This design comes from an exercise in tuning for a short achievable clock period and few clock cycles on the open sky130 flow, not from production work. Function was checked by simulation only, so behaviour that the tests miss may differ from the original. Power is estimated from default activity; no workload was simulated.

==> inputs of job 7234 <==
// legv8_core
module legv8_core (
  input  logic               CLOCK,
  input  logic               arst_n,
  input  legv8_pkg::instr_t  instr,
  input  legv8_pkg::xlen_t   mem_rdata,
  output legv8_pkg::xlen_t   pc,
  output legv8_pkg::xlen_t   mem_addr,
  output legv8_pkg::xlen_t   mem_wdata,
  output logic               mem_read,
  output logic               mem_write
);
make LEC_CHECK=0 CAP_MARGIN=20 CORE_MARGIN=2 CORE_UTILIZATION=40 CTS_CLUSTER_DIAMETER=80 CTS_CLUSTER_SIZE=20 PLACE_DENSITY=0.6 SETUP_SLACK_MARGIN=4.0 SLEW_MARGIN=20 SYNTH_HIERARCHICAL=1 SYNTH_MINIMUM_KEEP_SIZE=0 finish   # period 6.5 ns
run.sh (not shown) runs the stock make flow with config.mk's settings and CLKGATE_MAP_FILE= SYNTH_SCRIPT=/design/flow/synth_recipe.tcl, a recipe that flattens the netlist after the stock synthesis.
==> inputs of job 695, as changes to job 7234 <==
--- a/flow/design.v
+++ b/flow/design.v
@@ -111,37 +111,39 @@
 endmodule
 module legv8_c_gen0 (input logic a, b, c, en, output logic y);
   assign y = ~(en & ((a & b) | (c & (a | b))));
 endmodule
 module legv8_esel (
   input  logic       a1, l1,              
   input  logic       b1, bl1,             
   input  logic       sub,
-  output logic [7:0] s
+  output logic [8:0] s
 );
   assign s[0] = ~a1 & ~l1;                
   assign s[1] = a1;                       
   assign s[2] = ~a1 & l1;                 
-  assign s[3] = ~b1 & ~bl1;               
+  assign s[3] = ~b1 & ~bl1 & ~sub;        
   assign s[4] = b1 & ~sub;                
   assign s[5] = b1 & sub;                 
   assign s[6] = ~b1 & bl1 & ~sub;         
   assign s[7] = ~b1 & bl1 & sub;          
+  assign s[8] = ~b1 & ~bl1 & sub;         
 endmodule
 module legv8_alu #(parameter int W = 32) (
   input  logic [W-1:0] a,
   input  logic [W-1:0] b,
   input  logic         cin,
   input  logic         arith,
   input  logic         f_and,
   input  logic         f_or,
   input  logic         f_xor,
   output logic [W-1:0] res,
   output logic [W-1:0] res_o,             
+  output logic [W-1:0] res_n,             
   output logic         cout
 );
   localparam int L = $clog2(W);
   logic [W-1:0] g [L+1];
   logic [W-1:0] t [L+1];
   logic [W-1:0] p, kx, lres;
   for (genvar i = 0; i < W; i++) begin : g_bit
     legv8_c_xor2 u_p (.a(a[i]), .b(b[i]), .y(p[i]));
@@ -169,24 +171,27 @@
         assign t[l+1][i] = 1'b0;
       end
     end
   end
   assign lres = ((a & b) & {W{f_and}}) | ((a | b) & {W{f_or}}) | (p & {W{f_xor}});
   assign kx   = arith ? p : lres;
   for (genvar i = 0; i < W; i++) begin : g_sum
     if (i == 0) begin : g_0
-      legv8_c_xor2 u_s (.a(kx[i]), .b(cin & arith), .y(res[i]));
-      legv8_c_xor2 u_o (.a(kx[i]), .b(cin & arith), .y(res_o[i]));
+      legv8_c_xor2  u_s (.a(kx[i]), .b(cin & arith), .y(res[i]));
+      legv8_c_xor2  u_o (.a(kx[i]), .b(cin & arith), .y(res_o[i]));
+      legv8_c_xnor2 u_n (.a(kx[i]), .b(cin & arith), .y(res_n[i]));
     end else if (L % 2 == 0) begin : g_n
       legv8_c_xnor2 u_s (.a(kx[i]), .b(g[L][i-1]), .y(res[i]));
       legv8_c_xnor2 u_o (.a(kx[i]), .b(g[L][i-1]), .y(res_o[i]));
+      legv8_c_xor2  u_n (.a(kx[i]), .b(g[L][i-1]), .y(res_n[i]));
     end else begin : g_p
-      legv8_c_xor2 u_s (.a(kx[i]), .b(g[L][i-1]), .y(res[i]));
-      legv8_c_xor2 u_o (.a(kx[i]), .b(g[L][i-1]), .y(res_o[i]));
+      legv8_c_xor2  u_s (.a(kx[i]), .b(g[L][i-1]), .y(res[i]));
+      legv8_c_xor2  u_o (.a(kx[i]), .b(g[L][i-1]), .y(res_o[i]));
+      legv8_c_xnor2 u_n (.a(kx[i]), .b(g[L][i-1]), .y(res_n[i]));
     end
   end
   if (L % 2 == 0) begin : g_co
     legv8_c_inv u_co (.a(g[L][W-1]), .y(cout));
   end else begin : g_cp
     assign cout = g[L][W-1];
   end
 endmodule
@@ -239,20 +244,21 @@
   logic [XL-1:2] pc_inc, pc_inc_o;
   logic [31:0] d_instr;
   logic        d_r, d_sub, d_arith, d_and, d_or, d_xor;
   logic        d_alu_wen, d_ld_wen, d_ld, d_st;
   localparam int NS = 2;                  
   localparam int NM = 4;                  
   logic [NS-1:0][30:0] d_sa, d_sb, d_sc;  
   logic [NM-1:0] d_a2, d_b2, d_c2;        
+  logic [NM-1:0] d_a2n, d_c2n;            
   logic [NM-1:0] d_bu;                    
   logic        d_a1, d_l1, d_b1, d_bl1, d_c1, d_cl1;    
-  word_t       e_a, e_bv, e_c;            
-  logic [NG-1:0][7:0] e_s;                
+  word_t       e_a, e_b, e_bn, e_c;       
+  logic [NG-1:0][8:0] e_s;                
   logic        e_cm, e_cl;                
   logic        e_arith, e_and, e_or, e_xor, e_sub;
   logic        e_alu_wen, e_ld_wen, e_ld, e_st;
   logic [4:0]  e_dst;
   word_t       m_res, m_res_n;            
   word_t       m_addr;                    
   word_t       m_wdata;
   logic        m_ld, m_st, m_wen, m_ld_sel;
@@ -314,16 +320,18 @@
     d_l1    <= d_ld_wen && d_instr[4:0] == rn;
     d_b1    <= f_r && d_alu_wen && d_instr[4:0] == rm;
     d_bl1   <= f_r && d_ld_wen && d_instr[4:0] == rm;
     d_c1    <= d_alu_wen && d_instr[4:0] == rt;
     d_cl1   <= d_ld_wen && d_instr[4:0] == rt;
     d_a2    <= f_a2;
     d_b2    <= f_b2;
     d_c2    <= f_c2;
+    d_a2n   <= ~f_a2;
+    d_c2n   <= ~f_c2;
     d_bu    <= {NM{f_r}} & ~f_b2;
   end
   logic [30:0][XL-1:0] rf;
   word_t               wb_data;
   assign wb_data = m_ld_sel ? mem_rdata : m_res;
   always_ff @(posedge CLOCK or negedge arst_n) begin
     if (!arst_n) begin
       for (int j = 0; j < 31; j++) rf[j] <= XL'(j);      
@@ -339,23 +347,23 @@
     assign ma[i] = d_a2[i / (XL / NM)];
     assign mb[i] = d_b2[i / (XL / NM)] & d_r;
     assign mc[i] = d_c2[i / (XL / NM)];
     assign mi[i] = ~d_r;
   end
   assign xa  = ~(wb_data & ma);
   assign xb  = ~((wb_data & mb) | (imm & mi));
   assign xc  = ~(wb_data & mc);
-  legv8_rd_tree #(.W(XL), .NS(NS), .NM(NM)) u_rd_a (.d(rf), .sel(d_sa), .use_n(~d_a2),
+  legv8_rd_tree #(.W(XL), .NS(NS), .NM(NM)) u_rd_a (.d(rf), .sel(d_sa), .use_n(d_a2n),
                                                     .xn(xa), .y(va));
   legv8_rd_tree #(.W(XL), .NS(NS), .NM(NM)) u_rd_b (.d(rf), .sel(d_sb), .use_n(d_bu),
                                                     .xn(xb), .y(vb));
-  legv8_rd_tree #(.W(XL), .NS(NS), .NM(NM)) u_rd_c (.d(rf), .sel(d_sc), .use_n(~d_c2),
+  legv8_rd_tree #(.W(XL), .NS(NS), .NM(NM)) u_rd_c (.d(rf), .sel(d_sc), .use_n(d_c2n),
                                                     .xn(xc), .y(vc));
-  logic [NG-1:0][7:0] d_s;
+  logic [NG-1:0][8:0] d_s;
   for (genvar g = 0; g < NG; g++) begin : g_sel
     legv8_esel u_sel (.a1(d_a1), .l1(d_l1), .b1(d_b1), .bl1(d_bl1), .sub(d_sub), .s(d_s[g]));
   end
   always_ff @(posedge CLOCK or negedge arst_n) begin
     if (!arst_n) begin
       e_alu_wen <= 1'b0;
       e_ld_wen  <= 1'b0;
       e_ld      <= 1'b0;
@@ -364,44 +372,45 @@
       e_alu_wen <= d_alu_wen;
       e_ld_wen  <= d_ld_wen;
       e_ld      <= d_ld;
       e_st      <= d_st;
     end
   end
   always_ff @(posedge CLOCK) begin
     e_a     <= va;
-    e_bv    <= vb ^ {XL{d_sub}};
+    e_b     <= vb;
+    e_bn    <= ~vb;
     e_c     <= vc;
     e_s     <= d_s;
     e_cm    <= d_c1;
     e_cl    <= ~d_c1 & d_cl1;
     e_arith <= d_arith;
     e_sub   <= d_sub;
     e_and   <= d_and;
     e_or    <= d_or;
     e_xor   <= d_xor;
     e_dst   <= d_instr[4:0];
   end
-  word_t a, b, res, res_o, sdata, mem_n, ya, yan, yb1, yb2, yb3;
+  word_t a, b, res, res_o, res_n, sdata, mem_n, ya, yan, yb1, yb2, yb3;
   for (genvar i = 0; i < XL; i++) begin : g_opnd
-    logic [7:0] s;
+    logic [8:0] s;
     assign s = e_s[i / (XL / NG)];
     legv8_c_inv   u_mn  (.a(mem_rdata[i]), .y(mem_n[i]));
     legv8_c_a22oi u_ya  (.a1(m_res[i]), .a2(s[1]), .b1(mem_rdata[i]), .b2(s[2]), .y(ya[i]));
     legv8_c_nand2 u_yan (.a(e_a[i]), .b(s[0]), .y(yan[i]));
     legv8_c_nand2 u_a   (.a(ya[i]), .b(yan[i]), .y(a[i]));
     legv8_c_a22oi u_yb1 (.a1(m_res[i]), .a2(s[4]), .b1(m_res_n[i]), .b2(s[5]), .y(yb1[i]));
     legv8_c_a22oi u_yb2 (.a1(mem_rdata[i]), .a2(s[6]), .b1(mem_n[i]), .b2(s[7]), .y(yb2[i]));
-    legv8_c_nand2 u_yb3 (.a(e_bv[i]), .b(s[3]), .y(yb3[i]));
+    legv8_c_a22oi u_yb3 (.a1(e_b[i]), .a2(s[3]), .b1(e_bn[i]), .b2(s[8]), .y(yb3[i]));
     legv8_c_nand3 u_b   (.a(yb1[i]), .b(yb2[i]), .c(yb3[i]), .y(b[i]));
   end
   legv8_alu #(.W(XL)) u_alu (
     .a(a), .b(b), .cin(e_sub), .arith(e_arith), .f_and(e_and), .f_or(e_or),
-    .f_xor(e_xor), .res(res), .res_o(res_o), .cout()
+    .f_xor(e_xor), .res(res), .res_o(res_o), .res_n(res_n), .cout()
   );
   assign sdata = e_cm ? m_res : e_cl ? mem_rdata : e_c;
   always_ff @(posedge CLOCK or negedge arst_n) begin
     if (!arst_n) begin
       m_ld  <= 1'b0;
       m_st  <= 1'b0;
       m_wen <= 1'b0;
       m_we  <= '0;
@@ -410,13 +419,13 @@
       m_st  <= e_st;
       m_wen <= e_alu_wen | e_ld_wen;
       for (int j = 0; j < 31; j++) m_we[j] <= (e_alu_wen | e_ld_wen) && e_dst == 5'(j);
     end
   end
   always_ff @(posedge CLOCK) begin
     m_res    <= res;
     m_addr   <= res_o;
-    m_res_n  <= ~res;
+    m_res_n  <= res_n;
     m_wdata  <= sdata;
     m_ld_sel <= e_ld;
   end
 endmodule
Settings changed: CORE_UTILIZATION 40 to 30, PLACE_DENSITY 0.6 to 0.5.
==> results.txt <==
- Against job 695, the die area of job 7234 is lower by about 26%.
- In maximum frequency, job 695 and job 7234 hardly differ.
- Register-to-register slack: job 695 is lower than job 7234 (0.02 ns).
- In job 7234 the hold slack is better than in job 695, by 0.0031 ns.
- In job 695 the non-clock buffer count is higher than in job 7234, by 14.
- In job 7234 the final cell count is lower than in job 695, by 8.4%.
- In combinational power, job 7234 and job 695 hardly differ.
- Sequential power is about the same in job 695 and job 7234.
- Via count is about the same in job 695 and job 7234.
==> figures <==
Result of the run: job 695 finished clean; job 7234 finished clean
Number of placed instances, taps included: job 695 11,700; job 7234 10,700
Power density of the placed cells: job 695 213 mW/mm²; job 7234 213 mW/mm²
Number of setup buffers added after CTS: job 695 6; job 7234 8
Detailed-routing iteration count for the pre-antenna-repair pass: job 695 8; job 7234 9
Total wire length: job 695 353,000 µm; job 7234 328,000 µm
FF/Latch Area: job 695 0.0385 mm²; job 7234 0.0376 mm²
Post-route non-filler standard cell count: job 695 11,900; job 7234 10,900
Number of global-route vias before repair: job 695 67,400; job 7234 66,300
Max-Slew Margin vs Limit: job 695 0.148; job 7234 0.225
Total die area: job 695 0.279 mm²; job 7234 0.206 mm²
NumNets Final: job 695 8,290; job 7234 8,218
Reg2Reg Launch Point: job 695 d_sb[31]$_DFF_P_; job 7234 d_a2[0]$_DFF_P_
Worst-Margin Slew: job 695 1.28 ns; job 7234 1.16 ns
HPWL after detailed placement: job 695 228,000 µm; job 7234 212,000 µm
Number of fill cells: job 695 27,400; job 7234 18,900
Post-place setup slack: job 695 2.45 ns; job 7234 2.56 ns
Post-route setup slack: job 695 3.84 ns; job 7234 3.84 ns
Non-clock buffering overhead: job 695 0.0397; job 7234 0.0386
Testbench counts of job 7234, summed over its fixed seeds: cycles 7,344.
Testbench counts of job 695, summed over its fixed seeds: cycles 7,344.

[separate check: timing with driven ports]
Ports are ideal in the flow. The routed layouts listed here were re-timed in OpenROAD.
Step 1 assumes that a clkbuf_16 drives the clock port and a buf_2 every other input.
Step 2 moves the port delays by t, midway between the first and last clock arrival at a register: inputs arrive t later, outputs are due t later. That takes back most of the time a late clock gives input paths.
Three values: no drivers, after step 1, after step 2; two values: the first two.
run	t (ns)	setup WS [ns]	hold WS [ns]	worst slew at a driven data input, ns	pins driven straight from the clock port
job 7234	0.858	3.843 / 3.750 / 3.206	0.336 / 0.336 / 0.336	0.10	1
job 695	0.854	3.838 / 3.748 / 3.166	0.333 / 0.333 / 0.333	0.14	1
After both steps setup and hold are still met in every run listed. The setup slack of job 695, which loses most, moves by -0.090 ns with the drivers and by -0.672 ns with both steps.
